This is an optimization exercise on Yosys and OpenROAD, whose aim is small area, not a production implementation.
At most, simulation tests tie the RTL to the original design; equivalence was not proved.

old:
==> flow/design.v (excerpt) <==
module pdm_capture_pipeline #(
  parameter int CHANNELS   = 4,
  parameter int CIC_ORDER  = 3,
  parameter int CIC_DELAY  = 1,
  parameter int ACC_WIDTH  = 32,
  parameter int PCM_WIDTH  = 16,
  parameter int FIFO_DEPTH = 8,
  localparam int CH_W  = (CHANNELS > 1) ? $clog2(CHANNELS) : 1,
  localparam int CNT_W = $clog2(FIFO_DEPTH) + 1
) (
  input  logic                 clk_i,
  input  logic                 rst_n_i,
  input  logic                 clk_en_i,
  input  logic                 pdm_i,
  input  logic                 pdm_valid_i,
  input  logic [CH_W-1:0]      pdm_channel_i,
  input  logic [6:0]           decimation_i,
  input  logic [4:0]           norm_shift_i,
  input  logic [15:0]          gain_i,
  output logic [PCM_WIDTH-1:0] pcm_o,
  output logic [CH_W-1:0]      pcm_channel_o,
  output logic                 pcm_valid_o,
  input  logic                 pcm_ready_i,
  output logic [CNT_W-1:0]     fifo_count_o,
  output logic                 overflow_o,
  input  logic                 clear_overflow_i
);
  localparam int AW  = CNT_W - 1;
  ...
Size: about 3400 cells after synthesis, about 510 flip-flops, ~61 I/O pins.
clock: 11.0 ns
lec_check: 0
cap_margin: 20
core_margin: 2
core_utilization: 40
slew_margin: 20
run.sh (not shown) runs the stock make flow with config.mk's settings and CLKGATE_MAP_FILE= SYNTH_SCRIPT=/design/flow/synth_recipe.tcl, a recipe that flattens the netlist after the stock synthesis.
old completed end to end; final checks failed (negative setup slack).
### old -> new
- putting ABC_AREA at 1 where nothing was set
--- outcome ---
- In terms of hold slack, new and old differ only marginally.
- Startpoint of the worst setup timing path = decimation_i[5]: new; startpoint of the worst setup timing path = decimation_i[4]: old
- Comparing total wire length after detailed routing for old and new, the smaller number came from old.
- Non-clock buffer instance count of the final layout down 87 in new wrt old
- The flow completed for new, but it is not clean: the layout still shows negative setup slack.
- new has post-route met1 wirelength below what old had.
- new vs old on via count: new is the higher one.
- | combined area of all synthesized cells | new vs old | about 3.3% lower |
- Of old and new, old shows the lower met2 wirelength from detailed routing, with new above it.
- Compared with old, in new post-route fraction of the period consumed by the critical path decreased 9.1 points.
No functional check of the RTL was part of any run of this note.

Another version of the RTL of pdm_capture_pipeline (not shown whole).
Size: about 2200 cells after synthesis, ~520 flip-flops, about 61 I/O pins, ~29000 sq um of cells after synthesis.
clock: 11.0 ns
lec_check: 0
abc_area: 1
cap_margin: 20
core_margin: 2
core_utilization: 40
cts_buf_list: sky130_fd_sc_hd__clkbuf_8
cts_cluster_diameter: 60
cts_cluster_size: 16
gpl_timing_driven: 0
place_density: 0.75
slew_margin: 20
synth_hierarchical: 1
synth_minimum_keep_size: 0
standard.sh (not shown) runs the stock make flow with config.mk's settings and CLKGATE_MAP_FILE= SYNTH_SCRIPT=/design/flow/synth_recipe.tcl, a recipe that flattens the netlist after the stock synthesis.
==> flow/flow/run.sh <==
#!/bin/bash
# The standard layout (standard.sh: the standard synthesis, then ORFS to finish) with three
# changes:
#  - Yosys's ABC technology mapping uses flow/abc_area.script (area-oriented &nf mapping, with
#    no buffering or sizing: the layout's repair steps size and buffer the netlist); the
#    ORFS scripts are copied to scripts_area/ with only that file replaced;
#  - the port buffers that global placement inserts are the smallest buffer cell;
#  - clock tree synthesis inserts no dummy loads.
# Each make run's full output goes to its own log here; ORFS keeps each step's log under
# orfs/logs/.
set -euo pipefail
rm -rf scripts_area
cp -r "$FLOW_HOME/scripts" scripts_area
cp flow/abc_area.script scripts_area/abc_area.script
export BUFFER_PORTS_ARGS="-buffer_cell sky130_fd_sc_hd__buf_1"
export CTS_ARGS="-sink_clustering_enable -repair_clock_nets -sink_clustering_size 10 -sink_clustering_max_diameter 40 -buf_list sky130_fd_sc_hd__clkbuf_4 -dont_use_dummy_load"
bash standard.sh SCRIPTS_DIR="$PWD/scripts_area" synth > flow_synth.log 2>&1
bash standard.sh finish > flow_make.log 2>&1
==> flow/flow/abc_area.script <==
strash
&get -n
&st
&dch
&nf -R 200
&put
topo
stime -c
Change:
--- a/flow/flow/run.sh
+++ b/flow/flow/run.sh
@@ -16 +16 @@
-export CTS_ARGS="-sink_clustering_enable -repair_clock_nets -sink_clustering_size 10 -sink_clustering_max_diameter 40 -buf_list sky130_fd_sc_hd__clkbuf_4 -dont_use_dummy_load"
+export CTS_ARGS="-sink_clustering_enable -repair_clock_nets -sink_clustering_size 16 -sink_clustering_max_diameter 60 -buf_list sky130_fd_sc_hd__clkbuf_8 -dont_use_dummy_load"
CORE_UTILIZATION = 50   (was 40)
GPL_ROUTABILITY_DRIVEN = 0   (was unset)
GPL_TIMING_DRIVEN = unset   (was 0)
Maximum frequency is lower by 0.67%.
Routed wire length is lower by 0.41%.
Design area is lower by 0.93%.
Sequential share of layout area is higher by 0.40 points.
Synthesized area is unchanged.
Final cell count is lower by 6.1%.

-- re-timing with driven ports --
How much do the figures lean on ideal ports? The routed layouts below were timed once more, with nothing changed but the port constraints. Step 1 assumes that a clkbuf_16 drives the clock port and a buf_2 every other input. Step 2, shift: input delay + t, output delay - t, t = (earliest + latest rising clock arrival at the registers) / 2. This alone moves slack from input paths to output paths. Slacks: ideal ports / drivers / drivers and shift; pairs: ideal ports / drivers.
| run | shift t [ns] | setup slack, ns | latest minus earliest clock arrival (ns) | slew at the worst register clock pin (ns) | pins driven straight from the clock port |
|---|---|---|---|---|---|
| old | 0.656 | -1.429 / -1.397 / -2.053 | 0.040 / 0.040 | 0.07 / 0.07 | 1 |
| new | 0.684 | -0.432 / -0.406 / -1.090 | 0.050 / 0.050 | 0.06 / 0.06 | 1 |
| the first run of note 2 | 0.795 | 0.395 / 0.395 / 0.393 | 0.191 / 0.191 | 0.11 / 0.11 | 1 |
| the second run of note 2 | 0.642 | 0.323 / 0.323 / 0.323 | 0.097 / 0.098 | 0.10 / 0.10 | 1 |
The setup slack of new, which loses most, moves by +0.026 ns with the drivers and by -0.658 ns with both steps.
